Background: an optimization exercise with open tools, aiming at small area and a short achievable clock period. Do not read the settings as production practice.
Function was checked by simulation only, so behaviour that the tests miss may differ from the original.
Power and IR drop assume default switching activity.

## x86_len_decoder
module x86_len_decoder (
    input  logic                        i_clk,
    input  logic                        i_reset,
    input  logic                        i_word_valid,
    input  logic [32-1:0]       i_word,
    output logic                        o_instr_valid,
    output logic [53:0]                 o_instr,         
    output logic                        o_overflow
);
    localparam int NB = 7;                   
    logic                   started;
    logic                   full;            
    logic [4:0]             fill;            
    logic [3:0]             head;            
    logic [3:0]             tail;            
    logic [3:0][31:0]       slots;
    logic [31:0]            rec_addr;
    logic [3:0]             rec_len;
    logic [1:0]             rec_mnemonic;
    logic [1:0]             rec_size;
    logic                   rec_direction;
    logic                   rec_immediate;
    logic [7:0]             rec_modrm;
    logic                   rec_opsize;
    logic [2:0]             rec_pfx;
    logic [3:0]             hs;              
    logic [3:0]             ho;              
    logic [31:0]            w0, w1;
    logic [15:0]            w2;
    logic [9:0][7:0]        win;
    logic [NB-1:0][7:0]     b;
    always_comb begin
        w0 = '0;
        w1 = '0;
        w2 = '0;
        for (int s = 0; s < 4; s++) begin
            w0 = w0 | ({32{hs[s]}} & slots[s]);
            w1 = w1 | ({32{hs[s]}} & slots[(s + 1) % 4]);
            w2 = w2 | ({16{hs[s]}} & slots[(s + 2) % 4][15:0]);
        end
        win = {w2, w1, w0};
  ...
export LEC_CHECK = 0
export CAP_MARGIN = 30
export CORE_MARGIN = 2
export CORE_UTILIZATION = 40
export SLEW_MARGIN = 30
export TNS_END_PERCENT = 0
create_clock -name core_clock -period 16.5 [get_ports {i_clk}]
standard.sh (not shown) runs the stock make flow with config.mk's settings and CLKGATE_MAP_FILE= SYNTH_SCRIPT=/design/flow/synth_recipe.tcl, a recipe that flattens the netlist after the stock synthesis.
==> flow/flow/run.sh <==
#!/bin/bash
# The standard layout, with three changes to how it is made:
# - timing repair aims at a setup margin well above the design's, so it
#   works on the worst path (the clock, constraints and synthesis are the
#   standard ones);
# - each port still gets its own buffer, but a plain buf_1 rather than the
#   delay cell the resizer picks by default;
# - the clock tree is built from clkbuf_8 cells.
set -euo pipefail
bash standard.sh SETUP_SLACK_MARGIN=11.5 \
    "BUFFER_PORTS_ARGS=-buffer_cell sky130_fd_sc_hd__buf_1" \
    CTS_BUF_LIST=sky130_fd_sc_hd__clkbuf_8 \
    finish > standard_flow.log 2>&1
Edit:
==> flow/flow/run.sh (replaced) <==
#!/bin/bash
# The standard layout, with two changes to how it is made:
# - timing repair aims at a setup margin well above the design's, so it
#   works on the worst path (the clock, constraints and synthesis are the
#   standard ones);
# - each port still gets its own buffer, but a plain buf_2 rather than the
#   delay cell the resizer picks by default.
set -euo pipefail
bash standard.sh SETUP_SLACK_MARGIN=11.5 \
    "BUFFER_PORTS_ARGS=-buffer_cell sky130_fd_sc_hd__buf_2" \
    finish > standard_flow.log 2>&1
What happened: The changed run went through all stages and came out clean. Critical path depth does not change. Total power went up by 2.9%. Via count drops by 0.60%. Wire length hardly moves. Sequential power is about the same. Synthesized cell count does not change.

## 10-01
x86_len_decoder again, from the RTL that the note above started with.
// x86_len_decoder
module x86_len_decoder (
    input  logic                        i_clk,
    input  logic                        i_reset,
    input  logic                        i_word_valid,
    input  logic [32-1:0]       i_word,
    output logic                        o_instr_valid,
    output logic [53:0]                 o_instr,         
    output logic                        o_overflow
);
==> flow/config.mk <==
export PLATFORM = sky130hd
export DESIGN_NAME = x86_len_decoder
export DESIGN_NICKNAME = x86_len_decoder
export VERILOG_FILES = /design/flow/design.v
export SDC_FILE = /design/flow/constraint.sdc
export NUM_CORES = 4
export LEC_CHECK = 0
export CAP_MARGIN = 10
export CORE_MARGIN = 2
export CORE_UTILIZATION = 40
export CTS_BUF_LIST = sky130_fd_sc_hd__clkbuf_8
export GPL_ROUTABILITY_DRIVEN = 0
export SLEW_MARGIN = 10
export TNS_END_PERCENT = 0
==> flow/constraint.sdc <==
create_clock -name core_clock -period 16.5 [get_ports {i_clk}]
set_input_delay 3.3000 -clock core_clock [delete_from_list [all_inputs] [get_ports {i_clk}]]
set_output_delay 3.3000 -clock core_clock [all_outputs]
set_load 0.01 [all_outputs]
==> flow/flow/run.sh <==
#!/bin/bash
set -euo pipefail
bash standard.sh SETUP_SLACK_MARGIN=11.5 \
    "SETUP_MOVE_SEQUENCE=unbuffer,sizeup,swap" \
    "BUFFER_PORTS_ARGS=-buffer_cell sky130_fd_sc_hd__buf_1" \
    finish > standard_flow.log 2>&1
For 12-06, these inputs were changed with respect to 10-01:
diff --git a/flow/config.mk b/flow/config.mk
--- a/flow/config.mk
+++ b/flow/config.mk
@@ -10,5 +10,4 @@
 export CORE_UTILIZATION = 40
 export CTS_BUF_LIST = sky130_fd_sc_hd__clkbuf_8
-export GPL_ROUTABILITY_DRIVEN = 0
 export SLEW_MARGIN = 10
 export TNS_END_PERCENT = 0
### Flow results
As far as final core utilization is concerned, 10-01 and 12-06 perform about the same. Changes observed in 12-06 relative to 10-01: wire length after detailed routing increased about 5%, minimum clock period after layout increased 0.025 ns, sequential share of layout area essentially unchanged. 10-01 ended up with met4 as its highest metal layer with signal wires; 12-06 ended up with met5.

[static timing again, ports no longer ideal]
How much do the figures lean on ideal ports? The routed layouts below were timed once more, with nothing changed but the port constraints. Step 1: set_driving_cell puts a clkbuf_16 on i_clk and a buf_2 on each other input, an assumption about the parent block. Step 2 times the ports against the registers' clock, not the clock port: input delays grow and output delays shrink by t, the midpoint of the rising clock arrivals with the driver on. a / b / c = no drivers / after step 1 / after step 2; a / b = the first two.
| run | t (ns) | setup slack, ns | worst setup path at the end | latest minus earliest clock arrival (ns) | worst slew at a driven data input, ns |
|---|---|---|---|---|---|
| the first run of note 1 | 0.555 | 11.663 / 11.663 / 11.663 | register to register | 0.023 / 0.024 | 0.04 |
| the second run of note 1 | 0.504 | 11.562 / 11.562 / 11.562 | register to register | 0.013 / 0.013 | 0.04 |
| 10-01 | 0.544 | 11.718 / 11.717 / 11.717 | register to register | 0.022 / 0.022 | 0.04 |
| 12-06 | 0.548 | 11.693 / 11.693 / 11.693 | register to register | 0.024 / 0.025 | 0.04 |
After both steps every run listed still meets setup and hold. For 10-01, which loses most, drivers alone change the setup slack by -0.001 ns; drivers and shift together by -0.001 ns.
